Background: an optimization exercise with open tools, aiming at small area, a short achievable clock period and few clock cycles per item. Do not read the settings as production practice.
In this exercise RTL edits were held to simulation tests only and were not proved equivalent to the original.

$ cat design/flow/design.v
package jam_types_pkg;
	typedef logic [7-1:0] cost_t;
	typedef logic [3-1:0] job_t;
	typedef job_t [8-1:0] perm_t;
	typedef logic [10-1:0] total_t;
	typedef logic [4-1:0] out_job_t;
	typedef cost_t [8-1:0] cost_row_t;
endpackage
package jam_phase_pkg;
	typedef enum logic [1:0] {
		PH_LOAD,
		PH_SEARCH,
		PH_DRAIN,
		PH_OUTPUT
	} phase_t;
endpackage
`timescale 1ns/1ps
module jam (
	input  logic                    clk,
	input  logic                    rst_n,
	input  logic                    in_valid,
	input  jam_types_pkg::cost_t    in_cost,
	output logic                    out_valid,
	output jam_types_pkg::out_job_t out_job,
	output jam_types_pkg::total_t   out_cost
);
	localparam logic [2:0] E_WAIT = 3'd0;   
	localparam logic [2:0] E_S2   = 3'd1;   
	localparam logic [2:0] E_S3   = 3'd2;   
	localparam logic [2:0] E_X    = 3'd3;   
	localparam logic [2:0] E_TS   = 3'd5;   
	localparam logic [2:0] E_OUT  = 3'd6;   
	function automatic logic [9:0] add10(input logic [9:0] a, input logic [9:0] b, input logic ci);
		logic [9:0]  g;
		logic [9:0]  p;
		logic [10:0] G;
		logic [10:0] P;
		g = a & b;
		p = a ^ b;
		G = {g, ci};
		P = {p, 1'b0};
		for (int lv = 0; lv < 4; lv++) begin
			for (int i = 10; i >= (1 << lv); i--) begin
				G[i] = G[i] | (P[i] & G[i - (1 << lv)]);
				P[i] = P[i] & P[i - (1 << lv)];
			end
		end
		add10 = p ^ G[9:0];
	endfunction
	function automatic logic [19:0] csa10(input logic [9:0] a, input logic [9:0] b, input logic [9:0] c);
		logic [9:0] s;
		logic [9:0] cy;
		s  = a ^ b ^ c;
		cy = (a & b) | (a & c) | (b & c);
		csa10 = {cy[8:0], 1'b0, s};
	endfunction
	function automatic logic lt8(input logic [7:0] a, input logic [7:0] b);
		logic [7:0] g1, l1;
		logic [3:0] g2, l2;
		logic [1:0] g3, l3;
		g1 = ~a & b;
		l1 = a & ~b;
		for (int i = 0; i < 4; i++) begin
			g2[i] = g1[2*i+1] | (~l1[2*i+1] & g1[2*i]);
			l2[i] = l1[2*i+1] | (~g1[2*i+1] & l1[2*i]);
		end
		for (int i = 0; i < 2; i++) begin
			g3[i] = g2[2*i+1] | (~l2[2*i+1] & g2[2*i]);
			l3[i] = l2[2*i+1] | (~g2[2*i+1] & l2[2*i]);
		end
		lt8 = g3[1] | (~l3[1] & g3[0]);
	endfunction
	function automatic logic [2:0] enc8(input logic [7:0] oh);
		enc8[0] = oh[1] | oh[3] | oh[5] | oh[7];
		enc8[1] = oh[2] | oh[3] | oh[6] | oh[7];
		enc8[2] = oh[4] | oh[5] | oh[6] | oh[7];
	endfunction
	logic [5:0]   lcnt;
	logic         ldone;
	logic [447:0] amat;
	logic         load_en;
	logic         iv_q;
	logic [6:0]   ic_q;
	always_ff @(posedge clk or negedge rst_n) begin
		if (!rst_n) iv_q <= 1'b0;
		else        iv_q <= in_valid;
	end
	always_ff @(posedge clk) begin
		ic_q <= in_cost;
	end
	assign load_en = iv_q && !ldone;
	for (genvar k = 0; k < 64; k++) begin : g_store
		always_ff @(posedge clk) begin
			if (load_en && lcnt == 6'(k)) begin
				amat[k*7 +: 7] <= ic_q;
			end
		end
	end
	logic [2:0]  est;
	logic [2:0]  ph;        
	logic        first;     
	logic [7:0]  jn;        
	logic [2:0]  jnb;       
	logic [6:0]  D;         
	logic [9:0]  tot;       
	logic [2:0]  jc;        
	logic        wbusy;     
	logic [7:0]  wrs;       
	logic [2:0]  wrow;      
	logic [6:0]  wD;        
	logic [6:0]  w    [8];
	logic [6:0]  z    [8];
	logic [2:0]  p    [8];
	logic [7:0]  pv;
	logic [7:0]  d    [8];
	logic [2:0]  way  [8];
	logic [7:0]  wroot;
	logic [7:0]  used;
	logic [55:0] rowv_q;
	logic [9:0]  K_q;
	logic [3:0]  tcnt;
	logic        v1;
	logic [2:0]  tr1;
	logic [7:0]  T    [8];
	logic [7:0]  Tv;
	logic [7:0]  kv;        
	logic [7:0]  dU;
	logic [2:0]  cur  [8];
	logic [7:0]  st;
	logic [2:0]  ocnt;
	logic        row_ready;
	logic        row_ready_n;
	logic        lastin;
	assign lastin      = load_en && (lcnt[2:0] == 3'd7);
	assign row_ready   = ldone || (ph < lcnt[5:3]) || (lastin && ph == lcnt[5:3]);
	assign row_ready_n = ldone || ((ph + 3'd1) < lcnt[5:3]) || (lastin && (ph + 3'd1) == lcnt[5:3]);
	logic [2:0]  r1;
	logic [9:0]  K1;
	logic [55:0] rowv;
	logic [6:0]  ur;
	logic [2:0]  pj;
	logic [6:0]  zj;
	logic        pvj;
	logic [6:0]  z0;
	logic [6:0]  d0;
	logic        u0;
	logic [19:0] k0;
	always_comb begin
		ur = (tcnt[2:0] == ph) ? D : 7'd0;
		pj  = 3'd0;
		zj  = 7'd0;
		for (int j = 0; j < 8; j++) begin
			if (pv[j] && p[j] == tcnt[2:0]) ur = ur | z[j];
			if (jn[j]) begin
				pj = pj | p[j];
				zj = zj | z[j];
			end
		end
		pvj = |(pv & jn);
		z0 = 7'd0;
		d0 = 7'd0;
		u0 = 1'b0;
		for (int j = 0; j < 8; j++) begin
			if (pv[j] && p[j] == 3'd0) begin
				z0 = z0 | z[j];
				d0 = d0 | d[j][6:0];
				u0 = u0 | used[j];
			end
		end
		k0 = csa10(u0 ? {3'd0, d0} : 10'd0, ~{3'd0, z0}, u0 ? ~{3'd0, D} : 10'h3FF);
	end
	always_comb begin
		case (est)
			E_TS:    r1 = tcnt[2:0];
			E_X:     r1 = pvj ? pj : (ph == 3'd7) ? 3'd0 : ph + 3'd1;
			default: r1 = ph;
		endcase
		case (est)
			E_TS:    K1 = add10(10'd0, ~{3'd0, ur}, 1'b1);
			E_X:     K1 = pvj ? add10({3'd0, D}, ~{3'd0, zj}, 1'b1) :
			              (ph == 3'd7) ? add10(k0[9:0], k0[19:10] | 10'd1, 1'b1) : 10'd0;
			default: K1 = 10'd0;
		endcase
		case (r1)
			3'd0: rowv = amat[  0 +: 56];
			3'd1: rowv = amat[ 56 +: 56];
			3'd2: rowv = amat[112 +: 56];
			3'd3: rowv = amat[168 +: 56];
			3'd4: rowv = amat[224 +: 56];
			3'd5: rowv = amat[280 +: 56];
			3'd6: rowv = amat[336 +: 56];
			default: rowv = amat[392 +: 56];
		endcase
		if (lastin && r1 == lcnt[5:3]) rowv[55:49] = ic_q;
	end
	always_ff @(posedge clk) begin
		rowv_q <= rowv;
		K_q    <= K1;
		tr1    <= (est == E_TS) ? tcnt[2:0] : 3'd0;
	end
	logic [9:0]  cand [8];
	logic [7:0]  lt;
	logic [7:0]  tz;
	logic [7:0]  dnew [8];
	for (genvar j = 0; j < 8; j++) begin : g_s2
		logic [19:0] c1;
		logic [19:0] c2;
		logic [9:0]  df;
		assign c1 = csa10({3'd0, rowv_q[j*7 +: 7]}, {3'd0, w[j]}, K_q);
		assign cand[j] = add10(c1[9:0], c1[19:10], 1'b0);
		assign c2 = csa10(c1[9:0], c1[19:10], ~{2'd0, d[j]});
		assign df = add10(c2[9:0], c2[19:10], 1'b1);
		assign lt[j] = df[9];
		assign tz[j] = (cand[j] == 10'd0);
		assign dnew[j] = (cand[j][8] | cand[j][7]) ? 8'h80 : cand[j][7:0];
	end
	logic [7:0]  key [8];
	logic [7:0]  jsel;
	logic [6:0]  kmin;
	for (genvar j = 0; j < 8; j++) begin : g_key
		assign key[j] = {used[j] | d[j][7], d[j][6:0]};
	end
	always_comb begin
		logic [3:0] wl, wh;
		logic [7:0] ml, mh;
		logic       xf;
		wl = 4'hF;
		wh = 4'hF;
		for (int x = 0; x < 4; x++) begin
			for (int y = x + 1; y < 4; y++) begin
				if (lt8(key[y], key[x])) wl[x] = 1'b0;
				else                     wl[y] = 1'b0;
				if (lt8(key[y+4], key[x+4])) wh[x] = 1'b0;
				else                         wh[y] = 1'b0;
			end
		end
		ml = 8'd0;
		mh = 8'd0;
		for (int x = 0; x < 4; x++) begin
			if (wl[x]) ml = ml | key[x];
			if (wh[x]) mh = mh | key[x+4];
		end
		xf   = lt8(mh, ml);
		jsel = xf ? {wh, 4'd0} : {4'd0, wl};
		kmin = xf ? mh[6:0] : ml[6:0];
	end
	logic [7:0]  avail;
	logic [7:0]  ok;
	logic [7:0]  okl;       
	logic [7:0]  rowok;
	logic [7:0]  colok;
	logic [7:0]  colcov;
	logic [7:0]  gtk;       
	logic        tvk;
	logic [2:0]  curk;
	logic [2:0]  prevk;
	logic        dfs_go;
	always_comb begin
		logic [7:0] Tk;
		logic [7:0] ab;
		logic [7:0] ar;
		logic       stk;
		Tk    = 8'd0;
		curk  = 3'd0;
		prevk = 3'd0;
		for (int r = 0; r < 8; r++) begin
			if (kv[r]) begin
				Tk   = Tk | T[r];
				curk = curk | cur[r];
			end
			if (r > 0 && kv[r]) prevk = prevk | cur[r-1];
		end
		stk = |(kv & st);
		tvk = |(kv & Tv);
		gtk[0] = 1'b0;
		for (int r = 1; r < 8; r++) gtk[r] = gtk[r-1] | kv[r-1];
		for (int j = 0; j < 8; j++) ab[j] = !stk || (3'(j) > curk);
		avail = Tk & ~dU & ab;
		rowok  = 8'hFF;
		colcov = 8'h00;
		ar     = 8'h00;
		for (int r = 0; r < 8; r++) begin
			if (gtk[r]) colcov = colcov | T[r];
			ar = T[r] & ~dU;
			for (int j = 0; j < 8; j++) begin
				if (gtk[r] && Tv[r] && (ar & ~(8'd1 << j)) == 8'd0) rowok[j] = 1'b0;
			end
		end
		colok = 8'hFF;
		if (&Tv) begin
			for (int j = 0; j < 8; j++) begin
				for (int c = 0; c < 8; c++) begin
					if (c != j && !dU[c] && !colcov[c]) colok[j] = 1'b0;
				end
			end
		end
		ok = avail & rowok & colok;
		okl = ok & ~{ok[6:0], 1'b0} & ~{ok[5:0], 2'b0} & ~{ok[4:0], 3'b0} & ~{ok[3:0], 4'b0} &
		      ~{ok[2:0], 5'b0} & ~{ok[1:0], 6'b0} & ~{ok[0], 7'b0};
	end
	assign dfs_go = (est == E_TS) && tvk;
	always_ff @(posedge clk or negedge rst_n) begin
		if (!rst_n) begin
			lcnt      <= '0;
			ldone     <= 1'b0;
			est       <= E_WAIT;
			ph        <= '0;
			first     <= 1'b0;
			tcnt      <= '0;
			v1        <= 1'b0;
			Tv        <= '0;
			kv        <= '0;
			ocnt      <= '0;
			wbusy     <= 1'b0;
			out_valid <= 1'b0;
			out_job   <= '0;
			out_cost  <= '0;
		end else begin
			out_valid <= 1'b0;
			out_job   <= '0;
			out_cost  <= '0;
			if (wbusy && wrs[jc]) wbusy <= 1'b0;
			if (load_en) begin
				lcnt <= lcnt + 6'd1;
				if (lcnt == 6'd63) ldone <= 1'b1;
			end
			case (est)
				E_WAIT: begin
					if (row_ready) begin
						first <= 1'b1;
						est   <= E_S2;
					end
				end
				E_S2: begin
					est <= E_S3;
				end
				E_S3: begin
					first <= 1'b0;
					est   <= E_X;
				end
				E_X: begin
					if (wbusy) begin
						est <= E_X;
					end else if (pvj) begin
						est <= E_S2;
					end else if (ph == 3'd7) begin
						est  <= E_TS;
						tcnt <= 4'd1;
						v1   <= 1'b1;
						Tv   <= '0;
						kv   <= 8'd1;
					end else begin
						wbusy <= 1'b1;
						ph    <= ph + 3'd1;
						if (row_ready_n) begin
							first <= 1'b1;
							est   <= E_S2;
						end else begin
							est <= E_WAIT;
						end
					end
				end
				E_TS: begin
					if (!tcnt[3]) tcnt <= tcnt + 4'd1;
					v1 <= !tcnt[3];
					if (v1) Tv[tr1] <= 1'b1;
					if (dfs_go) begin
						if (|ok) begin
							kv <= {kv[6:0], 1'b0};
							if (kv[7]) begin
								est       <= E_OUT;
								ocnt      <= 3'd1;
								out_valid <= 1'b1;
								out_job   <= 4'(cur[0]) + 4'd1;
								out_cost  <= tot;
							end
						end else begin
							kv <= {1'b0, kv[7:1]};
						end
					end
				end
				default: begin
					out_valid <= 1'b1;
					out_job   <= 4'(cur[ocnt]) + 4'd1;
					out_cost  <= tot;
					ocnt      <= ocnt + 3'd1;
					if (ocnt == 3'd7) begin
						est   <= E_WAIT;
						ph    <= '0;
						ldone <= 1'b0;
					end
				end
			endcase
		end
	end
	always_ff @(posedge clk) begin
		case (est)
			E_WAIT: begin
				if (ph == 3'd0) begin
					for (int j = 0; j < 8; j++) w[j] <= '0;
					pv  <= '0;
					tot <= '0;
				end
				used <= '0;
			end
			E_S2: begin
				for (int j = 0; j < 8; j++) begin
					if (first) begin
						d[j]     <= dnew[j];
						wroot[j] <= 1'b1;
					end else if (!used[j] && lt[j]) begin
						d[j]     <= dnew[j];
						way[j]   <= jnb;
						wroot[j] <= 1'b0;
					end
				end
			end
			E_S3: begin
				used <= used | jsel;
				jn   <= jsel;
				jnb  <= enc8(jsel);
				D    <= kmin;
			end
			E_X: begin
				if (!wbusy && !pvj) begin
					for (int j = 0; j < 8; j++) begin
						if (used[j]) begin
							logic [19:0] cw;
							logic [19:0] cz;
							cw = csa10({3'd0, w[j]}, {3'd0, D}, ~{2'd0, d[j]});
							cz = csa10({3'd0, z[j]}, {3'd0, D}, ~{2'd0, d[j]});
							w[j] <= 7'(add10(cw[9:0], cw[19:10], 1'b1));
							z[j] <= 7'(add10(cz[9:0], cz[19:10], 1'b1));
						end
					end
					tot  <= add10(tot, {3'd0, D}, 1'b0);
					jc   <= jnb;
					wrs  <= wroot;
					wrow <= ph;
					wD   <= D;
					used <= '0;
					dU  <= '0;
					st[0] <= 1'b0;
				end
			end
			E_TS: begin
				if (v1) begin
					for (int j = 0; j < 8; j++) T[tr1][j] <= tz[j];
				end
				if (dfs_go) begin
					if (|ok) begin
						for (int r = 0; r < 8; r++) begin
							if (kv[r]) cur[r] <= enc8(okl);
						end
						st <= (st | kv) & ~{kv[6:0], 1'b0};
						dU <= dU | okl;
					end else begin
						dU[prevk] <= 1'b0;
					end
				end
			end
			default: ;
		endcase
		if (wbusy) begin
			pv[jc] <= 1'b1;
			if (wrs[jc]) begin
				p[jc] <= wrow;
				z[jc] <= wD;
			end else begin
				p[jc] <= p[way[jc]];
				z[jc] <= z[way[jc]];
				jc    <= way[jc];
			end
		end
	end
endmodule
$ cat design/flow/run.sh
#!/bin/bash
# synth_recipe.tcl (not shown) runs the flow's synth.tcl, then flattens the netlist and writes it again
# the make line also repeats each setting of config.mk as NAME=value (left out here)
make -C /OpenROAD-flow-scripts/flow DESIGN_CONFIG=/design/flow/config.mk WORK_HOME=/design/flow/orfs CLKGATE_MAP_FILE= SYNTH_SCRIPT=/design/flow/synth_recipe.tcl finish
$ cat design/flow/config.mk
export PLATFORM = sky130hd
export DESIGN_NAME = jam
export DESIGN_NICKNAME = jam
export VERILOG_FILES = /design/flow/design.v
export SDC_FILE = /design/flow/constraint.sdc
export NUM_CORES = 4
export LEC_CHECK = 0
export ABC_AREA = 1
export CAP_MARGIN = 20
export CORE_MARGIN = 2
export CORE_UTILIZATION = 45
export CTS_BUF_LIST = sky130_fd_sc_hd__clkbuf_16
export CTS_CLUSTER_DIAMETER = 80
export CTS_CLUSTER_SIZE = 20
export SETUP_SLACK_MARGIN = 5
export SLEW_MARGIN = 20
$ cat design/flow/constraint.sdc
create_clock -name core_clock -period 9.0 [get_ports {clk}]
set_input_delay 1.8000 -clock core_clock [delete_from_list [all_inputs] [get_ports {clk}]]
set_output_delay 1.8000 -clock core_clock [all_outputs]
set_load 0.01 [all_outputs]
==> summary.txt, run 1 <==
Run status
  – Status: finished clean

Worst setup path
  – Critical path class: register to register
  – R2r worst-path depth: 26
  – Worst path max stage delay: 0.42 ns
  – Most frequent cell on the critical path: nand2_1
  – Crit path DAT: between 4 and 5 ns
  – Worst path top cell family by delay: compound AO/OA/AOI/OAI gates
  – Crit path max-delay cell type: edfxtp_1
  – Critical path peak fanout: 6
  – R2r startpoint: p[2][0]
  – Req. time, crit path: slightly below 10 ns
  – Reg-to-reg slack, setup: 4.91 ns
  – Crit path launch type: register
  – Setup crit end kind: register
  – Worst Path Buf+Inv: 4
  – FF-to-FF End: K_q[7]

STA
  – Post-layout min period: approximately 4 ns
  – Setup TNS: 0 ns
  – Post-route clock period utilization: 45.4%
  – Max_slew headroom: 21.7%
  – Final Setup Violations: 0
  – Clk_skew: 0.0376 ns
  – Slew Limit Fails: 0
  – Slew @ Worst Pin: 1.15 ns
  – RSZ-0062 raised after global routing: yes
  – Max Clk Rate: 245 MHz
  – Final Hold Vio Count: 0

Logic synthesis
  – Seq/Total Area, Yosys: between 40 and 50%
  – Synth cell types: 66
  – Ys Warns: 8
  – Mapped Nets: 7,135
  – Mapped Avg Cell Area: 9.05 sq um
  – Post-synth EDFFs: 838
  – Share of synthesized flip-flops with an asynchronous set or reset: 5.61%
  – Main synth FF type: edfxtp_1
  – Area of the mapped netlist: 59,800 sq um
  – Top cell type's share of synthesized area: 42.1%
  – Largest cells by area after synthesis: edfxtp_1, fa_1, inv_1, nand2_1, ha_1
  – #FFs+latches synth: 980
  – Post-synth top area cell: edfxtp_1
  – Cells after Synth: 6,603

Detailed routing
  – Final antenna-violating net count: 0
  – Via/cell ratio: between 5 and 6
  – Pre-antenna DRT Iters: 8
  – Vias post-DR: between 40,000 and 50,000
  – DR iter-0 viols: 5,144
  – DRC viols: 0
  – Routed WL: 201,000 microns
  – Post-DR wirelength/cell: about 23 microns

Clock network
  – CTS buffer count: 73
  – CTS tree: built
  – Worst-path clk slew: 0.08 ns
  – Clock Sinks: between 900 and 1,000
  – Htree depth: 3
  – CTS Root Cell: clkbuf_16
  – Clk Latency, worst-skew pair: 0.70 ns
  – CTS Buffer Depth: 3
  – Cts hold-fix bufs: 0

Floorplanning
  – IO Pins: 25
  – Die W: 368 microns
  – Row count: 133
  – Starting Density: a little under half
  – Area of the die: 136,000 sq um
  – Height of the chip: 368 microns
  – Core area: ~130,000 sq um

Run
  – # Max-Cap Violations: 0

Min path
  – Hold_sp: wroot[3]
  – Endpoint, Worst Hold: wrs[3]
  – Type of the tightest min-delay check: register to register
  – Hold Path Depth: 0

Placed design
  – IO buf count: 24
  – DP Cell Count: 8,319
  – GPL Wtd Cong: 1.01
  – HPWL after DPL: approximately 150,000 microns

Final layout
  – Commonest cells after routing, fill and taps aside: inv_1, nand2_1, edfxtp_1
  – Layout area overhead: 11.5%
  – Layout Cells excl Fill: 8,578
  – Fin nets: 7,299
  – Layout cells sized above 1: between 7 and 8%
  – Commonest non-fill, non-tap cell in the layout: inv_1

Global routing
  – GRT Util Overall: around 30%
  – Grt ovf: 0
  – Number of global-route vias before repair: 45,300
  – Largest net degree at the start of global routing: 71
  – Initial antenna violation count: 6
  – Global-route wire length before repair: 296,000 microns
-- cell usage after synthesis (all sizes together), types with 82 or more instances --
| master | n |
|---|---|
| ha | 282 |
| fa | 240 |
| edfxtp | 838 |
| inv | 1266 |
| o21ai | 450 |
| o22ai | 170 |
| dfxtp | 87 |
| nand3 | 323 |
| a21oi | 339 |
| nand2 | 1086 |
| xnor2 | 82 |
| clkbuf | 87 |
| nor2 | 806 |
-- state kept, by name (all words and copies together), names as in the netlist, 10 cells and up --
register,cells
amat,448
T,64
d,64
rowv_q,56
w,56
z,56
cur,24
p,24
way,24
K_q,10
out_cost,10
tot,10
-- cell families (layout without fill, tap and decap cells) --
family / Yosys count / count (layout) / share of synthesized area (%)
buffers and inverters: 1414 / 1629 / 9.01
xor gates and xnor gates: 157 / 157 / 2.30
AOI/OAI and AO/OA: 1137 / 1138 / 10.8
DFF: 980 / 980 / 47.3
adders and majority gates: 522 / 522 / 13.9
other: 0 / 1 / 0
and+or+nand+nor: 2393 / 2396 / 16.6
-- repair_timing --
item	in CTS	in global routing
resized for setup	128	99
buffers inserted	44	80
endpoints found under the setup margin	414	385
pin swaps	9	30
gates cloned	3	1
-- per-stage QoR --
step | util, % | hold slack, ns | area, sq um | worst slack [ns]
after floorplan | - | 0.400 | 59800 | 5.09
after global placement | 47.3 | 0.402 | 62300 | 3.77
after detailed placement | 47.4 | 0.410 | 62300 | 3.76
after CTS | 49.9 | 0.426 | 65600 | 4.98
after global routing | 50.6 | 0.443 | 66600 | 4.78
final | 50.6 | 0.426 | 66600 | 4.91
-- worst max path at each step --
stage	cells past startpoint	to	from	slack (ns)
2_1_floorplan	25	K_q[8]	p[3][1]	5.09
4_1_cts	15	d[4][3]	K_q[2]	4.98
3_5_place_dp	18	rowv_q[50]	est[2]	3.76
3_3_place_gp	18	rowv_q[49]	est[2]	3.77
5_1_grt	26	K_q[8]	p[3][2]	4.78
6_report	26	K_q[7]	p[2][0]	4.91
-- metal layers --
| layer | GRT usage (%) | vias to the layer above | wire length (microns) |
|---|---|---|---|
| met3 | 4.19 | 438 | 16200 |
| met5 | 0 | - | 0 |
| met2 | 46.0 | 2040 | 90000 |
| li1 | - | 22100 | - |
| met4 | 12.0 | 0 | 9140 |
| met1 | 40.9 | 23000 | 85800 |
-- final cells by class --
cell class,instances,area (sq um)
fillers,12200,65000
flip-flops and latches,980,28300
multi-input cells,4213,26900
inverters,1274,4840
well taps,1755,2200
repair buffers,225,2000
clock buffers,75,1880
clock inverters,55,537
diodes,1,2.50
Testbench counts, summed over its fixed seeds: cycles 2,632, items 24.
==> inputs of run 2 (changes only) <==
--- a/design/flow/design.v
+++ b/design/flow/design.v
@@ -79,20 +79,11 @@
 	logic         ldone;
 	logic [447:0] amat;
 	logic         load_en;
-	logic         iv_q;
-	logic [6:0]   ic_q;
-	always_ff @(posedge clk or negedge rst_n) begin
-		if (!rst_n) iv_q <= 1'b0;
-		else        iv_q <= in_valid;
-	end
-	always_ff @(posedge clk) begin
-		ic_q <= in_cost;
-	end
-	assign load_en = iv_q && !ldone;
+	assign load_en = in_valid && !ldone;
 	for (genvar k = 0; k < 64; k++) begin : g_store
 		always_ff @(posedge clk) begin
 			if (load_en && lcnt == 6'(k)) begin
-				amat[k*7 +: 7] <= ic_q;
+				amat[k*7 +: 7] <= in_cost;
 			end
 		end
 	end
@@ -191,7 +182,7 @@
 			3'd6: rowv = amat[336 +: 56];
 			default: rowv = amat[392 +: 56];
 		endcase
-		if (lastin && r1 == lcnt[5:3]) rowv[55:49] = ic_q;
+		if (lastin && r1 == lcnt[5:3]) rowv[55:49] = in_cost;
 	end
 	always_ff @(posedge clk) begin
 		rowv_q <= rowv;
@@ -425,15 +416,13 @@
 				if (!wbusy && !pvj) begin
 					for (int j = 0; j < 8; j++) begin
 						if (used[j]) begin
-							logic [19:0] cw;
-							logic [19:0] cz;
-							cw = csa10({3'd0, w[j]}, {3'd0, D}, ~{2'd0, d[j]});
-							cz = csa10({3'd0, z[j]}, {3'd0, D}, ~{2'd0, d[j]});
-							w[j] <= 7'(add10(cw[9:0], cw[19:10], 1'b1));
-							z[j] <= 7'(add10(cz[9:0], cz[19:10], 1'b1));
+							logic [6:0] dl;
+							dl = 7'(D - d[j][6:0]);
+							w[j] <= w[j] + dl;
+							z[j] <= z[j] + dl;
 						end
 					end
-					tot  <= add10(tot, {3'd0, D}, 1'b0);
+					tot  <= tot + 10'(D);
 					jc   <= jnb;
 					wrs  <= wroot;
 					wrow <= ph;
--- a/design/flow/config.mk
+++ b/design/flow/config.mk
@@ -9,8 +9,6 @@
 export CAP_MARGIN = 20
 export CORE_MARGIN = 2
 export CORE_UTILIZATION = 45
-export CTS_BUF_LIST = sky130_fd_sc_hd__clkbuf_16
-export CTS_CLUSTER_DIAMETER = 80
-export CTS_CLUSTER_SIZE = 20
+export PLACE_DENSITY = 0.85
 export SETUP_SLACK_MARGIN = 5
 export SLEW_MARGIN = 20
==> summary.txt, run 2 <==
Run status
  – Status: finished clean

Logic synthesis
  – Mapped Nets: 6,780 (-5.0%)
  – Cells after Synth: 6,288 (-4.8%)
  – Share of synthesized flip-flops with an asynchronous set or reset: 5.56% (-0.057 points)
  – Post-synth top area cell: edfxtp_1
  – Count leader, synth: nand2_1
  – Synth cell count leaders: nand2_1, inv_1, edfxtp_1
  – Seq/Total Area, Yosys: 48.5% (+1.2 points)
  – Main synth FF type: edfxtp_1
  – Top cell type's share of synthesized area: 43.4% (+1.3 points)
  – Area of the mapped netlist: 58,000 sq um (-3.0%)
  – Largest cells by area after synthesis: edfxtp_1, ha_1, nand2_1, inv_1, fa_1
  – Synth cell types: 78 (+18%)
  – Post-synth EDFFs: 838 (unchanged)
  – Mapped Avg Cell Area: 9.22 sq um (+1.9%)
  – Ys Warns: 8 (unchanged)
  – #FFs+latches synth: 972 (-0.82%)

Clock network
  – CTS tree: built
  – Clk Latency, worst-skew pair: 0.79 ns (+0.09 ns)
  – Clock Sinks: 972 (-0.82%)
  – CTS Buffer Depth: 3 (unchanged)
  – Worst-path clk slew: 0.07 ns (about the same)
  – CTS Root Cell: clkbuf_16
  – CTS buffer count: 97 (+33%)
  – Htree depth: 3 (unchanged)

Global routing
  – Global-route wire length before repair: 297,000 microns (+0.53%)
  – Number of global-route vias before repair: 46,500 (+2.6%)
  – Grt ovf: 0 (unchanged)
  – Largest net degree at the start of global routing: 66 (-7.0%)
  – GRT Util Overall: 30.2% (+0.84 points)
  – Initial antenna violation count: 9 (+3)

STA
  – RSZ-0062 raised after global routing: yes
  – Final Setup Violations: 0 (unchanged)
  – Post-layout min period: 4.06 ns (-0.0256 ns)
  – Max_slew headroom: 20.6% (-1.0 points)
  – Hold WS: 0.460 ns (+0.0336 ns)
  – Max Clk Rate: 246 MHz (+0.63%)
  – Setup TNS: 0 ns (unchanged)
  – Post-route clock period utilization: 45.1% (-0.28 points)
  – Slew Limit Fails: 0 (unchanged)
  – Clk_skew: 0.0921 ns (+0.0545 ns)
  – Slew @ Worst Pin: 1.19 ns (+0.0436 ns)
  – Final Hold Vio Count: 0 (unchanged)
  – Final WS setup: 4.94 ns (+0.0256 ns)

Floorplanning
  – Die W: 363 microns (-1.5%)
  – IO Pins: 25 (unchanged)
  – Row count: 131 (-1.5%)
  – Height of the chip: 363 microns (-1.5%)
  – Area of the die: 132,000 sq um (-2.9%)
  – Core area: 128,000 sq um (-3.0%)
  – Starting Density: 45.4% (about the same)

Final layout
  – Design Area, Final: 64,900 sq um (-2.6%)
  – Layout area overhead: 11.9%
  – Largest register FFs: 448 (unchanged)
  – Regs by FF count: amat (448), T (64), d (64)
  – Layout cells sized above 1: 8.36% (+0.78 points)
  – Fin nets: 6,918 (-5.2%)
  – Antenna diodes: 0 (-1)
  – Commonest non-fill, non-tap cell in the layout: nand2_1
  – Top reg by flops: amat
  – Commonest cells after routing, fill and taps aside: nand2_1, inv_1, edfxtp_1

Placed design
  – IO buf count: 24 (unchanged)
  – Placed cell area: 60,200 sq um (-3.4%)
  – GPL Wtd Cong: 1.04 (+3.1%)
  – HPWL after DPL: 149,000 microns (+1.5%)
  – Post-place setup slack: 4.10 ns (+0.339 ns)

Worst setup path
  – Critical path destination: amat[234]
  – R2r worst-path depth: 15 (-42%)
  – Crit path DAT: 4.44 ns (-0.28 ns)
  – FF-to-FF End: way[1][1]
  – Req. time, crit path: 9.38 ns (-0.26 ns)
  – Critical path peak fanout: 16 (+10)
  – Critical path class: input port to register
  – Crit path launch type: input port
  – Reg-to-reg slack, setup: 5.06 ns (+0.15 ns)
  – R2r startpoint: w[1][1]
  – CP Launch Point: in_valid
  – Setup crit end kind: register

Detailed routing
  – Pre-antenna DRT Iters: 10 (+2)
  – Routed WL: 203,000 microns (+1.0%)
  – DR iter-0 viols: 6,281 (+22%)
  – Vias post-DR: 48,600 (+2.3%)
  – Final antenna-violating net count: 0 (unchanged)
  – Post-DR wirelength/cell: 24.9 microns (+6.1%)
  – Via/cell ratio: 5.95 (+7.3%)
  – DRC viols: 0 (unchanged)

Run
  – # Max-Cap Violations: 0 (unchanged)

Min path
  – Type of the tightest min-delay check: register to register
run 2: changes by cell type after synthesis, moves of 38 or more:
| cell | before | now |
|---|---|---|
| inv_1 | 1258 | 976 |
| fa_1 | 240 | 152 |
| o21ai_0 | 439 | 369 |
| a21oi_1 | 337 | 402 |
| nor2_1 | 798 | 740 |
| nand2_1 | 1075 | 1026 |
| ha_1 | 282 | 330 |
| nand3_1 | 317 | 275 |
| xor2_1 | 75 | 113 |
run 2: repair_timing:
| item | CTS | global route |
|---|---|---|
| hold buffers | 0 | 0 |
| pin swaps | 5 | 17 |
| buffers inserted | 24 | 55 |
| gates resized for setup | 81 | 65 |
| gates cloned | 0 | 2 |
| setup endpoints to repair | 508 | 337 |
run 2: logic make-up after synthesis:
| kind of cell | count (synthesis) | share of synthesized area (%) |
|---|---|---|
| compound gates | 1214 | 12.1 |
| xor+xnor | 160 | 2.44 |
| fa+ha+maj | 482 | 12.4 |
| buf+inv | 1153 | 7.71 |
| flops | 972 | 48.5 |
| simple gates | 2307 | 16.9 |
run 2: area by class of cell:
type                       instances  area (sq um)
tap                             1662          2080
inverter                        1026          3930
clock inverter                    52           732
sequential                       972         28100
fill                           11100         62800
timing repair buffer             164          1460
clock buffer                     131          2660
multi-input combinational       4165         25900
run 2: worst min-delay path by stage:
stage               cells past startpoint  startpoint         end  slack, ns
floorplan                               0    wroot[0]      wrs[0]       0.40
global placement                        2     amat[8]   rowv_q[8]       0.44
detailed placement                      2   amat[430]  rowv_q[38]       0.45
CTS                                     2    amat[27]  rowv_q[27]       0.46
global route                            0    wroot[5]      wrs[5]       0.47
finish                                  2    amat[27]  rowv_q[27]       0.46
run 2: through the flow:
stage | std cells | util (%)
2_1_floorplan | 6288 | -
3_3_place_gp | 7906 | 47.1
3_5_place_dp | 7908 | 47.1
4_1_cts | 8115 | 50.2
5_1_grt | 8172 | 50.8
6_report | 8172 | 50.8
run 2: worst max-delay path, stage by stage:
cell	delay (ns)
clkdlybuf4s50_1	0.48
nand2_1	0.32
nor2_1	0.29
nand2_1	0.70
nor2_1	0.84
run 2: layer usage:
metal,share of wire [%],global-route usage (%),up-vias
li1,-,-,21600
met1,36,37.8,23100
met2,46,48.3,3165
met3,11,6.17,751
met4,7.1,18.2,8
met5,0.024,0,-
Testbench counts of run 2, summed over its fixed seeds: cycles 2,608, items 24.
==> inputs of run 3 (changes only) <==
--- a/design/flow/config.mk
+++ b/design/flow/config.mk
@@ -9,6 +9,5 @@
 export CAP_MARGIN = 20
 export CORE_MARGIN = 2
 export CORE_UTILIZATION = 45
-export PLACE_DENSITY = 0.85
 export SETUP_SLACK_MARGIN = 5
 export SLEW_MARGIN = 20
==> summary.txt, run 3 <==
Worst setup path
  – Setup crit end kind: register
  – R2r worst-path depth: 10 (-5)
  – Worst path max stage delay: 0.72 ns (-0.12 ns)
  – Crit path launch type: input port
  – Critical path class: input port to register
  – CP Launch Point: in_valid
  – Worst Path Buf+Inv: 1 (unchanged)
  – Crit path max-delay cell type: nor2_1
  – Reg-to-reg slack, setup: 4.97 ns (-0.09 ns)
  – Req. time, crit path: 9.37 ns (about the same)
  – FF-to-FF End: z[5][6]
  – Critical-path cell list: clkdlybuf4s50_1 > nand2_1 > nor2_1 > nand2_1 > nor2_1
  – Crit path DAT: 4.41 ns (-0.03 ns)
  – R2r startpoint: jn[7]
  – Critical path peak fanout: 15 (-1)
  – Worst path top cell family by delay: simple AND/OR/NAND/NOR gates

Final layout
  – Fin nets: 6,903 (-0.22%)
  – Commonest non-fill, non-tap cell in the layout: nand2_1
  – Top reg by flops: amat
  – Layout cells sized above 1: 8.32% (-0.036 points)
  – Largest register FFs: 448 (unchanged)
  – Regs by FF count: amat (448), T (64), d (64)
  – Fill cells: 11,800 (+6.4%)
  – Multi-input gate area: 25,900 sq um (+0.13%)
  – Design Area, Final: 64,900 sq um (about the same)
  – Layout area overhead: 11.8% (about the same)
  – Sequential cell area: 28,100 sq um (about the same)
  – Commonest cells after routing, fill and taps aside: nand2_1, inv_1, edfxtp_1

Clock network
  – Clk Latency, worst-skew pair: 0.77 ns (-0.02 ns)
  – Cts hold-fix bufs: 0 (unchanged)
  – Clock Sinks: 972 (unchanged)
  – CTS tree: built
  – CTS Root Cell: clkbuf_16
  – Htree depth: 3 (unchanged)
  – CTS Buffer Depth: 3 (unchanged)
  – Worst-path clk slew: 0.06 ns (about the same)
  – CTS buffer count: 105 (+8.2%)

Global routing
  – Number of global-route vias before repair: 43,900 (-5.6%)
  – Largest net degree at the start of global routing: 66 (unchanged)
  – GRT Util Overall: 29.7% (-0.44 points)
  – Initial antenna violation count: 3 (-6)
  – Global-route wire length before repair: 289,000 microns (-2.8%)
  – Grt ovf: 0 (unchanged)

Logic synthesis
  – Ys Warns: 8 (unchanged)
  – Synth cell count leaders: nand2_1, inv_1, edfxtp_1
  – Post-synth top area cell: edfxtp_1
  – Mapped Nets: 6,780 (unchanged)
  – Largest cells by area after synthesis: edfxtp_1, ha_1, nand2_1, inv_1, fa_1
  – Seq/Total Area, Yosys: 48.5% (unchanged)
  – Share of synthesized flip-flops with an asynchronous set or reset: 5.56% (unchanged)
  – Synth cell types: 78 (unchanged)
  – Main synth FF type: edfxtp_1
  – Mapped Avg Cell Area: 9.22 sq um (unchanged)
  – Cells after Synth: 6,288 (unchanged)
  – Area of the mapped netlist: 58,000 sq um (unchanged)
  – Count leader, synth: nand2_1
  – Top cell type's share of synthesized area: 43.4% (unchanged)
  – Post-synth EDFFs: 838 (unchanged)
  – #FFs+latches synth: 972 (unchanged)

Min path
  – Endpoint, Worst Hold: rowv_q[9]
  – Type of the tightest min-delay check: register to register
  – Hold Path Depth: 2 (unchanged)
  – Hold_sp: amat[401]

Detailed routing
  – Pre-antenna DRT Iters: 6 (-4)
  – Vias post-DR: 46,400 (-4.6%)
  – DRC viols: 0 (unchanged)
  – Routed WL: 198,000 microns (-2.6%)
  – Final antenna-violating net count: 0 (unchanged)
  – Post-DR wirelength/cell: 24.2 microns (-2.6%)
  – DR iter-0 viols: 5,182 (-17%)
  – Via/cell ratio: 5.68 (-4.5%)

Floorplanning
  – IO Pins: 25 (unchanged)
  – Height of the chip: 363 microns (unchanged)
  – Die W: 363 microns (unchanged)
  – Row count: 131 (unchanged)
  – Core area: 128,000 sq um (unchanged)
  – Starting Density: 45.4% (unchanged)
  – Area of the die: 132,000 sq um (unchanged)

STA
  – Slew Limit Fails: 0 (unchanged)
  – Max Clk Rate: 248 MHz (+0.55%)
  – Clk_skew: 0.0714 ns (-0.0207 ns)
  – Slew @ Worst Pin: 1.14 ns (-0.0456 ns)
  – RSZ-0062 raised after global routing: yes
  – Setup TNS: 0 ns (unchanged)
  – Max_slew headroom: 23.4% (+2.7 points)
  – Final Setup Violations: 0 (unchanged)
  – Post-layout min period: 4.04 ns (-0.0222 ns)
  – Final Hold Vio Count: 0 (unchanged)
  – Post-route clock period utilization: 44.9% (-0.25 points)

Run
  – # Max-Cap Violations: 0 (unchanged)

Placed design
  – IO buf count: 24 (unchanged)
  – GPL Wtd Cong: 1.05 (+0.52%)
  – HPWL after DPL: 148,000 microns (-0.95%)
  – Placed cell area: 60,300 sq um (+0.15%)

Run status
  – Status: finished clean
==> run 3: cell counts after synthesis <==
Identical to the previous run, type by type.
==> run 3: cell type report <==
class / count / share of cell area, %
diodes: 1 / 0.00386
clock buffers: 137 / 4.50
clock inverters: 61 / 1.07
inverters: 1026 / 6.04
multi-input cells: 4163 / 40.0
flip-flops and latches: 972 / 43.4
well taps: 1662 / 3.21
repair buffers: 143 / 1.81
==> run 3: how the worst max path moves through the flow <==
stage,to,slack [ns],cells past startpoint
floorplan,d[3][0],5.22,14
global placement,amat[81],4.34,5
detailed placement,amat[43],4.35,5
CTS,K_q[8],5.00,25
global route,K_q[8],4.86,26
finish,amat[87],4.96,5
==> run 3: timing repair <==
item	4_1_cts	5_1_grt
pin swaps	4	12
gates resized for setup	60	87
buffers inserted	17	32
endpoints found under the setup margin	312	432
==> run 3: logic make-up after synthesis <==
group,after synthesis,synth area share [%]
adder cells (fa/ha/maj),482,12.4
flip-flops,972,48.5
AO/OA/AOI/OAI,1214,12.1
AND/OR/NAND/NOR,2307,16.9
XOR/XNOR,160,2.44
buffers and inverters,1153,7.71
==> run 3: stage by stage <==
| step | hold slack (ns) | std cells | util, % | worst slack (ns) |
|---|---|---|---|---|
| 6_report | 0.433 | 8165 | 50.8 | 4.96 |
| 5_1_grt | 0.457 | 8164 | 50.8 | 4.86 |
| 4_1_cts | 0.423 | 8132 | 50.3 | 5.00 |
| 3_5_place_dp | 0.446 | 7917 | 47.2 | 4.35 |
| 3_3_place_gp | 0.441 | 7916 | 47.2 | 4.34 |
| 2_1_floorplan | 0.400 | 6288 | - | 5.22 |
==> run 3: worst reg2reg max path: stages (launching register included) <==
cell,delay (ns)
edfxtp_1,0.61
inv_1,0.29
o22ai_1,0.10
nor2_1,0.27
nand2_4,0.22
nor2_2,0.20
inv_1,0.16
nor2_2,0.23
buf_4,0.38
inv_1,0.46
o21ai_1,0.71
==> run 3: metal layers <==
layer / track usage, % / wire (microns)
met2: 46.0 / 88100
met5: 0 / 0
met3: 5.85 / 16700
met4: 12.3 / 8970
met1: 40.9 / 84000
==> inputs of run 4 (changes only) <==
--- a/design/flow/config.mk
+++ b/design/flow/config.mk
@@ -9,5 +9,6 @@
 export CAP_MARGIN = 20
 export CORE_MARGIN = 2
 export CORE_UTILIZATION = 45
+export PLACE_DENSITY = 0.75
 export SETUP_SLACK_MARGIN = 5
 export SLEW_MARGIN = 20
==> summary.txt, run 4 <==
Floorplanning
  – IO Pins: 25 (unchanged)
  – Die W: 363 microns (unchanged)
  – Height of the chip: 363 microns (unchanged)
  – Core area: 128,000 sq um (unchanged)
  – Area of the die: 132,000 sq um (unchanged)
  – Row count: 131 (unchanged)
  – Starting Density: 45.4% (unchanged)

Logic synthesis
  – Mux cell area share after synthesis: 0% (unchanged)
  – Post-synth EDFFs: 838 (unchanged)
  – Mapped Avg Cell Area: 9.22 sq um (unchanged)
  – Xor and xnor area share after synthesis: 2.44% (unchanged)
  – Area of the mapped netlist: 58,000 sq um (unchanged)
  – Largest cells by area after synthesis: edfxtp_1, ha_1, nand2_1, inv_1, fa_1
  – Ys Warns: 8 (unchanged)
  – Synth cell types: 78 (unchanged)
  – Main synth FF type: edfxtp_1
  – #FFs+latches synth: 972 (unchanged)
  – Synth Area in Compound Gates: 12.1% (unchanged)
  – Mapped Nets: 6,780 (unchanged)
  – Simple-gate portion of the synthesized area: 16.9% (unchanged)
  – Post-Synth Adder-Cell Area: 12.4% (unchanged)
  – Share of synthesized flip-flops with an asynchronous set or reset: 5.56% (unchanged)
  – Count leader, synth: nand2_1
  – Cells after Synth: 6,288 (unchanged)
  – Post-synth top area cell: edfxtp_1
  – Top cell type's share of synthesized area: 43.4% (unchanged)
  – Synth cell count leaders: nand2_1, inv_1, edfxtp_1
  – Seq/Total Area, Yosys: 48.5% (unchanged)
  – Main combinational cell family by area after synthesis: simple AND/OR/NAND/NOR gates

Final layout
  – Commonest cells after routing, fill and taps aside: nand2_1, inv_1, edfxtp_1
  – Fill cells: 11,300 (-3.6%)
  – Layout Cells excl Fill: 8,163 (-0.024%)
  – Regs by FF count: amat (448), T (64), d (64)
  – Top reg by flops: amat
  – Commonest non-fill, non-tap cell in the layout: nand2_1
  – Layout cells sized above 1: 8.09% (-0.23 points)
  – Fin nets: 6,905 (+0.029%)
  – Layout area overhead: 11.7% (about the same)
  – Largest register FFs: 448 (unchanged)

Worst setup path
  – Crit path DAT: 4.34 ns (-0.07 ns)
  – Critical path peak fanout: 3 (-12)
  – Setup crit end kind: register
  – Critical-path cell list: fa_1 > inv_1 > fa_1 > inv_1 > ha_1 > nand3_1 > a21boi_0 > o21a_1 > o21ai_0 > nand2_1 > a21oi_1 > o21ai_0 > or2_2 > nand3_1 > nor2_2
  – Worst path max stage delay: 0.59 ns (-0.13 ns)
  – Crit path launch type: register
  – Critical path class: register to register
  – Req. time, crit path: 9.34 ns (-0.03 ns)
  – Crit path max-delay cell type: fa_1

Detailed routing
  – DRC viols: 0 (unchanged)
  – DR iter-0 viols: 5,532 (+6.8%)
  – Final antenna-violating net count: 0 (unchanged)
  – Routed WL: 196,000 microns (-0.94%)
  – Vias post-DR: 47,700 (+2.8%)
  – Via/cell ratio: 5.84 (+2.8%)
  – Pre-antenna DRT Iters: 9 (+3)
  – Post-DR wirelength/cell: 24.0 microns (-0.92%)

STA
  – Post-route clock period utilization: 44.5% (-0.41 points)
  – Final Hold Vio Count: 0 (unchanged)
  – RSZ-0062 raised after global routing: yes
  – Clk_skew: 0.0831 ns (+0.0117 ns)
  – Setup TNS: 0 ns (unchanged)
  – Final WS setup: 5.00 ns (+0.0370 ns)
  – Slew @ Worst Pin: 1.25 ns (+0.110 ns)
  – Slew Limit Fails: 0 (unchanged)
  – Max Clk Rate: 250 MHz (+0.93%)
  – Post-layout min period: 4.00 ns (-0.0370 ns)
  – Max_slew headroom: 16.4% (-7.0 points)
  – Final Setup Violations: 0 (unchanged)

Global routing
  – Grt ovf: 0 (unchanged)
  – Initial antenna violation count: 5 (+2)
  – Largest net degree at the start of global routing: 66 (unchanged)
  – GRT Util Overall: 29.2% (-0.58 points)
  – Global-route wire length before repair: 286,000 microns (-0.81%)
  – Number of global-route vias before repair: 44,900 (+2.4%)

Placed design
  – Post-place setup slack: 4.08 ns (-0.269 ns)
  – HPWL after DPL: 146,000 microns (-1.4%)
  – GPL Wtd Cong: 1.08 (+2.7%)
  – DP Cell Count: 7,912 (-0.063%)
  – IO buf count: 24 (unchanged)

Min path
  – Type of the tightest min-delay check: register to register

Clock network
  – Htree depth: 3 (unchanged)
  – Clock Sinks: 972 (unchanged)
  – CTS tree: built
  – Cts hold-fix bufs: 0 (unchanged)
  – Worst-path clk slew: 0.07 ns (about the same)
  – CTS Root Cell: clkbuf_16
  – CTS Buffer Depth: 3 (unchanged)
  – Clk Latency, worst-skew pair: 0.78 ns (about the same)
  – CTS buffer count: 101 (-3.8%)

Run status
  – Status: finished clean

Run
  – # Max-Cap Violations: 0 (unchanged)
run 4: changes by cell type in the layout (fill, tap and decap cells not counted), sizes merged:
cell	delta
clkbuf	+8
clkinvlp	+1
clkinv	-9
diode	+2
inv	-3
buf	+5
bufinv	-6
run 4: area by class of cell:
class	instances	area (sq um)	area share [%]
clock buffers	144	2910	4.50
multi-input cells	4163	25800	39.9
clock inverters	44	517	0.797
inverters	1026	3920	6.05
well taps	1662	2080	3.21
flip-flops and latches	972	28100	43.4
repair buffers	149	1380	2.13
diodes	3	7.51	0.0116
run 4: through the flow:
step                hold WS [ns]  util (%)  cell area (sq um)
floorplan                  0.400         -              58000
global placement           0.442      47.2              60200
detailed placement         0.445      47.2              60200
CTS                        0.456      50.1              64000
global route               0.462      50.7              64800
finish                     0.460      50.8              64800
run 4: routing by layer:
layer / GRT usage (%) / share of wire [%] / vias to the layer above
met5: 0 / 0.0066 / -
met2: 46.2 / 45 / 2906
met4: 17.6 / 7.1 / 2
li1: - / - / 21500
met1: 37.2 / 38 / 22600
met3: 5.30 / 10 / 635
run 4: worst paths after layout:
kind / endpoint / cells after the start / startpoint / slack (ns)
min in group asynchronous: out_job[3] / 1 / rst_n / 0.93
max reg2reg: way[2][0] / 15 / w[2][1] / 5.00
max in group asynchronous: kv[6] / 2 / rst_n / 7.01
max: way[2][0] / 15 / w[2][1] / 5.00
min: rowv_q[2] / 2 / amat[394] / 0.46
min reg2reg: rowv_q[2] / 2 / amat[394] / 0.46
run 4: what timing repair did:
item / in CTS / in global routing
gates resized for setup: 60 / 81
gates cloned: 0 / 0
endpoints found under the setup margin: 331 / 415
pin swaps: 4 / 15
buffers inserted: 13 / 47
run 4: logic make-up after synthesis:
logic type	count (synthesis)
xor+xnor	160
flops	972
compound gates	1214
buf+inv	1153
simple gates	2307
fa+ha+maj	482
run 4: worst max-delay path: cells and delay by family (launching register included):
family	cells	cell delay, ns
DFF	1	0.54
buffers and inverters	2	0.12
and+or+nand+nor	5	0.84
AOI/OAI and AO/OA	5	0.77
adders and majority gates	3	1.33
==> inputs of run 5 (changes only) <==
--- a/design/flow/config.mk
+++ b/design/flow/config.mk
@@ -10,5 +10,5 @@
 export CORE_MARGIN = 2
 export CORE_UTILIZATION = 45
 export PLACE_DENSITY = 0.75
-export SETUP_SLACK_MARGIN = 5
+export SETUP_SLACK_MARGIN = 4.5
 export SLEW_MARGIN = 20
==> summary.txt, run 5 <==
Final layout
  – Commonest non-fill, non-tap cell in the layout: nand2_1
  – Layout cells sized above 1: 6.34% (-1.8 points)
  – Design Area, Final: 64,100 sq um (-1.1%)
  – Commonest cells after routing, fill and taps aside: nand2_1, inv_1, edfxtp_1
  – Layout area overhead: 10.4%
  – Top reg by flops: amat
  – Largest register FFs: 448 (unchanged)
  – Layout Cells excl Fill: 8,118 (-0.55%)
  – Fin nets: 6,854 (-0.74%)
  – Regs by FF count: amat (448), T (64), d (64)

Worst setup path
  – Critical-path cell list: nor4_1 > buf_4 > clkinv_1 > o22ai_1 > o41ai_1 > fa_1 > inv_1 > ha_1 > nand2_1 > nand2_1 > nand2_1 > nand2_1 > nand2_1 > nand2_1 > a21oi_1 > o21bai_1 > nand2_1 > nand2_1 > o21ai_0 > a22o_1
  – Crit path max-delay cell type: fa_1
  – Setup crit end kind: register
  – Worst path max stage delay: 0.52 ns (-0.07 ns)
  – Req. time, crit path: 9.64 ns (+0.30 ns)
  – Worst path top cell family by delay: compound AO/OA/AOI/OAI gates
  – Critical path class: register to register
  – R2r startpoint: p[2][1]
  – Critical path peak fanout: 10 (+7)
  – CP Launch Point: p[2][1]
  – Crit path launch type: register
  – Worst Path Buf+Inv: 3 (+1)
  – Most frequent cell on the critical path: nand2_1
  – Crit path DAT: 5.00 ns (+0.66 ns)

STA
  – Max_slew headroom: 18.3% (+2.0 points)
  – Slew @ Worst Pin: 1.22 ns (-0.0293 ns)
  – Clk_skew: 0.115 ns (+0.0323 ns)
  – Final Setup Violations: 0 (unchanged)
  – Slew Limit Fails: 0 (unchanged)
  – Setup TNS: 0 ns (unchanged)
  – Final Hold Vio Count: 0 (unchanged)
  – Post-route clock period utilization: 48.4% (+3.9 points)
  – RSZ-0062 raised after global routing: yes
  – Post-layout min period: 4.35 ns (+0.352 ns)
  – Max Clk Rate: 230 MHz (-8.1%)

Global routing
  – GRT Util Overall: 29.4% (+0.27 points)
  – Global-route wire length before repair: 288,000 microns (+0.69%)
  – Grt ovf: 0 (unchanged)
  – Met1 usage: 36.9% (-0.36 points)
  – Met2 usage: 47.1% (+0.87 points)
  – Number of global-route vias before repair: 45,300 (+0.87%)
  – Met3 Usage GRT: 5.65% (+0.34 points)
  – Initial antenna violation count: 6 (+1)
  – Largest net degree at the start of global routing: 66 (unchanged)
  – Top Usage Layer GRT: met2

Logic synthesis
  – Cells after Synth: 6,288 (unchanged)
  – Mapped Nets: 6,780 (unchanged)
  – Mux cell area share after synthesis: 0% (unchanged)
  – Post-synth top area cell: edfxtp_1
  – Main synth FF type: edfxtp_1
  – Seq/Total Area, Yosys: 48.5% (unchanged)
  – Synth cell count leaders: nand2_1, inv_1, edfxtp_1
  – Ys Warns: 8 (unchanged)
  – Area of the mapped netlist: 58,000 sq um (unchanged)
  – Post-synth EDFFs: 838 (unchanged)
  – Largest cells by area after synthesis: edfxtp_1, ha_1, nand2_1, inv_1, fa_1
  – Synth Area in Compound Gates: 12.1% (unchanged)
  – Synth cell types: 78 (unchanged)
  – Xor and xnor area share after synthesis: 2.44% (unchanged)
  – Count leader, synth: nand2_1
  – Simple-gate portion of the synthesized area: 16.9% (unchanged)
  – Mapped Avg Cell Area: 9.22 sq um (unchanged)
  – #FFs+latches synth: 972 (unchanged)
  – Main combinational cell family by area after synthesis: simple AND/OR/NAND/NOR gates
  – Share of synthesized flip-flops with an asynchronous set or reset: 5.56% (unchanged)
  – Post-Synth Adder-Cell Area: 12.4% (unchanged)
  – Top cell type's share of synthesized area: 43.4% (unchanged)

Clock network
  – CTS buffer count: 104 (+3.0%)
  – Clock Sinks: 972 (unchanged)
  – CTS tree: built
  – CTS Root Cell: clkbuf_16
  – Clk Latency, worst-skew pair: 0.80 ns (+0.02 ns)
  – Htree depth: 3 (unchanged)
  – Worst-path clk slew: 0.06 ns (about the same)
  – CTS Buffer Depth: 3 (unchanged)

Floorplanning
  – Die W: 363 microns (unchanged)
  – Core area: 128,000 sq um (unchanged)
  – Area of the die: 132,000 sq um (unchanged)
  – Starting Density: 45.4% (unchanged)
  – Row count: 131 (unchanged)
  – IO Pins: 25 (unchanged)
  – Height of the chip: 363 microns (unchanged)

Detailed routing
  – Vias post-DR: 46,900 (-1.5%)
  – DR iter-0 viols: 5,472 (-1.1%)
  – DRC viols: 0 (unchanged)
  – Via/cell ratio: 5.78 (-0.97%)
  – Post-DR wirelength/cell: 24.2 microns (+0.70%)
  – Final antenna-violating net count: 0 (unchanged)
  – Pre-antenna DRT Iters: 7 (-2)
  – Routed WL: 196,000 microns (+0.14%)

Run
  – # Max-Cap Violations: 0 (unchanged)

Min path
  – Hold_sp: wroot[5]
  – Type of the tightest min-delay check: register to register

Placed design
  – DP Cell Count: 7,906 (-0.076%)
  – Placed cell area: 60,200 sq um (about the same)
  – GPL Wtd Cong: 1.07 (-0.57%)
  – HPWL after DPL: 148,000 microns (+1.3%)
  – IO buf count: 24 (unchanged)

Run status
  – Status: finished clean
[run 5: through the flow]
stage	utilization, %	hold WS (ns)	setup WS, ns
detailed placement	47.1	0.427	4.26
finish	50.2	0.439	4.65
floorplan	-	0.400	4.99
global placement	47.1	0.440	4.39
CTS	50.1	0.441	4.51
global route	50.2	0.448	4.40
[run 5: kinds of logic (layout without fill, tap and decap cells)]
kind of cell | Yosys count | in the layout
simple gates | 2307 | 2307
compound gates | 1214 | 1214
buf+inv | 1153 | 1319
flops | 972 | 972
fa+ha+maj | 482 | 482
xor+xnor | 160 | 160
other cells | 0 | 2
[run 5: layout make-up]
type                            instances  area (sq um)
Clock buffer                          123          2700
Inverter                             1026          3870
Tap cell                             1662          2080
Multi-Input combinational cell       4163         25500
Clock inverter                         75          1010
Timing Repair Buffer                   95           753
Sequential cell                       972         28100
Antenna cell                            2          5.00
Fill cell                           11400         63600
[run 5: final timing paths]
check                      slack [ns]           to  cells after the start
setup / recovery                 4.65       K_q[8]                     20
hold / removal                   0.44       wrs[5]                      0
setup reg to reg                 4.65       K_q[8]                     20
hold reg to reg                  0.44       wrs[5]                      0
max in group asynchronous        7.18  out_cost[2]                      2
min in group asynchronous        1.22   out_job[0]                      2
[run 5: worst register-to-register path, stage by stage, from the launching register on]
cell and delay [ns]:
edfxtp_1 0.46, nor4_1 0.41, buf_4 0.27, clkinv_1 0.42, o22ai_1 0.47, o41ai_1 0.14
fa_1 0.52, inv_1 0.05, ha_1 0.30, nand2_1 0.06, nand2_1 0.08, nand2_1 0.08
nand2_1 0.06, nand2_1 0.06, nand2_1 0.10, a21oi_1 0.08, o21bai_1 0.17, nand2_1 0.07
nand2_1 0.09, o21ai_0 0.12, a22o_1 0.24
[run 5: metal layers]
metal	part of all wire, %	up-vias
li1	-	21400
met1	38	22300
met2	46	2602
met3	9.5	638
met4	7.3	2
met5	0.0066	-
[run 5: timing repair]
| item | in CTS | in global routing |
|---|---|---|
| resized for setup | 3 | 14 |
| setup buffers | 0 | 11 |
| endpoints found under the setup margin | 69 | 57 |
| pin swaps | 0 | 1 |
| hold buffers | 0 | 0 |
==> inputs of run 6 (changes only) <==
--- a/design/flow/config.mk
+++ b/design/flow/config.mk
@@ -8,7 +8,7 @@
 export ABC_AREA = 1
 export CAP_MARGIN = 20
 export CORE_MARGIN = 2
-export CORE_UTILIZATION = 45
+export CORE_UTILIZATION = 55
 export PLACE_DENSITY = 0.75
-export SETUP_SLACK_MARGIN = 4.5
+export SETUP_SLACK_MARGIN = 5
 export SLEW_MARGIN = 20
==> summary.txt, run 6 <==
Placed design
  – HPWL after DPL: 142,000 microns (-3.9%)
  – GPL Wtd Cong: 1.07 (+0.21%)
  – Post-place setup slack: 4.09 ns (-0.174 ns)
  – IO buf count: 24 (unchanged)

Detailed routing
  – Routed WL: 194,000 microns (-1.0%)
  – Post-DR wirelength/cell: 24.6 microns (+1.7%)
  – Final antenna-violating net count: 0 (unchanged)
  – Via/cell ratio: 6.05 (+4.5%)
  – Vias post-DR: 47,800 (+1.8%)
  – DRC viols: 0 (unchanged)
  – Pre-antenna DRT Iters: 8 (+1)
  – DR iter-0 viols: 6,171 (+13%)

Final layout
  – Layout cells sized above 1: 8.61% (+2.3 points)
  – Commonest cells after routing, fill and taps aside: nand2_1, inv_1, edfxtp_1
  – Top reg by flops: amat
  – Layout area overhead: 11.2%
  – Commonest non-fill, non-tap cell in the layout: nand2_1
  – Fin nets: 6,916 (+0.90%)
  – Fill cells: 8,803 (-23%)
  – Largest register FFs: 448 (unchanged)
  – Regs by FF count: amat (448), T (64), d (64)

Worst setup path
  – R2r worst-path depth: 13 (-35%)
  – FF-to-FF End: way[3][2]
  – Setup crit end kind: register
  – Crit path launch type: register
  – R2r startpoint: K_q[3]
  – CP Launch Point: K_q[3]
  – Critical path peak fanout: 8 (-2)
  – Reg-to-reg slack, setup: 4.99 ns (+0.34 ns)
  – Crit path DAT: 4.36 ns (-0.64 ns)
  – Req. time, crit path: 9.35 ns (-0.29 ns)
  – Critical path class: register to register
  – Critical path destination: way[3][2]

Global routing
  – Global-route wire length before repair: 283,000 microns (-1.8%)
  – Largest net degree at the start of global routing: 66 (unchanged)
  – Grt ovf: 0 (unchanged)
  – Number of global-route vias before repair: 45,400 (+0.27%)
  – Initial antenna violation count: 4 (-2)
  – GRT Util Overall: 35.4% (+5.9 points)

Logic synthesis
  – Cells after Synth: 6,288 (unchanged)
  – Largest cells by area after synthesis: edfxtp_1, ha_1, nand2_1, inv_1, fa_1
  – Post-synth top area cell: edfxtp_1
  – Area of the mapped netlist: 58,000 sq um (unchanged)
  – Count leader, synth: nand2_1
  – Synth cell count leaders: nand2_1, inv_1, edfxtp_1
  – Share of synthesized flip-flops with an asynchronous set or reset: 5.56% (unchanged)
  – Main synth FF type: edfxtp_1
  – Seq/Total Area, Yosys: 48.5% (unchanged)
  – #FFs+latches synth: 972 (unchanged)
  – Mapped Nets: 6,780 (unchanged)
  – Mapped Avg Cell Area: 9.22 sq um (unchanged)
  – Synth cell types: 78 (unchanged)
  – Ys Warns: 8 (unchanged)
  – Post-synth EDFFs: 838 (unchanged)
  – Top cell type's share of synthesized area: 43.4% (unchanged)

STA
  – Slew Limit Fails: 0 (unchanged)
  – Final Hold Vio Count: 0 (unchanged)
  – Max Clk Rate: 249 MHz (+8.6%)
  – RSZ-0062 raised after global routing: yes
  – Post-route clock period utilization: 44.5% (-3.8 points)
  – Final Setup Violations: 0 (unchanged)
  – Clk_skew: 0.0547 ns (-0.0607 ns)
  – Final WS setup: 4.99 ns (+0.344 ns)
  – Max_slew headroom: 27.7% (+9.4 points)
  – Post-layout min period: 4.01 ns (-0.344 ns)
  – Slew @ Worst Pin: 1.07 ns (-0.151 ns)
  – Setup TNS: 0 ns (unchanged)

Clock network
  – CTS buffer count: 102 (-1.9%)
  – CTS Buffer Depth: 3 (unchanged)
  – CTS tree: built
  – Worst-path clk slew: 0.07 ns (about the same)
  – Htree depth: 3 (unchanged)
  – Clk Latency, worst-skew pair: 0.73 ns (-0.07 ns)
  – CTS Root Cell: clkbuf_16
  – Clock Sinks: 972 (unchanged)

Min path
  – Hold_sp: amat[400]
  – Type of the tightest min-delay check: register to register

Run status
  – Status: finished clean

Floorplanning
  – Die W: 329 microns (-9.4%)
  – Height of the chip: 329 microns (-9.4%)
  – IO Pins: 25 (unchanged)
  – Row count: 119 (-9.2%)
  – Starting Density: 55.3% (+9.8 points)
  – Core area: 105,000 sq um (-18%)
  – Area of the die: 108,000 sq um (-18%)

Run
  – # Max-Cap Violations: 0 (unchanged)
## run 6: cell counts after synthesis
No cell type changed its count.
## run 6: worst min path at each step
stage / to / cells past startpoint
after floorplan: wrs[0] / 0
after global placement: rowv_q[11] / 2
after detailed placement: rowv_q[8] / 2
after CTS: rowv_q[8] / 2
after global routing: rowv_q[13] / 2
final: rowv_q[8] / 2
## run 6: metrics by stage
stage	hold slack (ns)	std cells	util, %	area, sq um
finish	0.455	7905	61.5	64500
global route	0.480	7904	61.5	64500
CTS	0.457	7850	60.7	63700
detailed placement	0.443	7636	57.0	59900
global placement	0.439	7636	57.0	59900
floorplan	0.400	6288	-	58000
## run 6: critical path, cell delays in order (launching register included)
cell and delay [ns]:
dfxtp_4 0.56, fa_1 0.52, fa_1 0.45, ha_1 0.31
a21boi_0 0.13, o21a_1 0.17, o21a_1 0.16, o21ai_0 0.16
nand2_1 0.07, a21oi_1 0.14, o21bai_1 0.11, nand2_1 0.07
nand3_1 0.16, nor2_1 0.59
## run 6: logic make-up after synthesis
family | Yosys count | share of synthesized area (%)
fa+ha+maj | 482 | 12.4
simple gates | 2307 | 16.9
flops | 972 | 48.5
xor+xnor | 160 | 2.44
buf+inv | 1153 | 7.71
compound gates | 1214 | 12.1
## run 6: cell type report
cell class | count | area (sq um) | share of cell area (%)
flip-flops and latches | 972 | 28100 | 43.6
multi-input cells | 4166 | 26000 | 40.2
inverters | 1026 | 3910 | 6.06
clock buffers | 137 | 2800 | 4.33
well taps | 1391 | 1740 | 2.70
repair buffers | 156 | 1330 | 2.06
clock inverters | 56 | 638 | 0.989
diodes | 1 | 2.50 | 0.00388
## run 6: per-layer routing
metal	vias up	track usage, %	share of wire, %
li1	21600	-	-
met1	22700	47.4	39
met2	2858	54.2	44
met3	603	7.34	11
met4	2	18.6	6.0
met5	-	0	0.0062
## run 6: repair_timing
item                       CTS  global route
gates resized for setup     65            87
gates cloned                 1             2
pin swaps                    4            19
setup endpoints to repair  543           529
setup buffers               20            50
hold buffers                 0             0

separate check: timing with driven ports:
In the flow no input, the clock included, has a driving cell. The finished layouts below were timed again as built, in two steps. Step 1 (the two cells are an assumption about what drives the block):
set clk [get_ports {clk}]
set_driving_cell -lib_cell sky130_fd_sc_hd__clkbuf_16 $clk
set_driving_cell -lib_cell sky130_fd_sc_hd__buf_2 [delete_from_list [all_inputs] $clk]
Step 2 times the ports against the registers' clock, not the clock port: input delays grow and output delays shrink by t, the midpoint of the rising clock arrivals with the driver on. a / b / c = ideal ports / drivers / drivers and shift; a / b = the first two.
run	t (ns)	slack for setup (ns)	worst slew at a driven data input, ns
run 1	0.755	4.914 / 4.914 / 4.914	0.03
run 2	0.818	4.940 / 4.905 / 4.087	0.11
run 3	0.806	4.962 / 4.966 / 4.160	0.07
run 4	0.811	4.999 / 4.999 / 4.188	0.10
run 5	0.817	4.647 / 4.647 / 4.202	0.10
run 6	0.780	4.991 / 4.991 / 4.358	0.03
After both steps setup and hold are still met in every run listed. The setup slack of run 2, which loses most, moves by -0.035 ns with the drivers and by -0.853 ns with both steps.
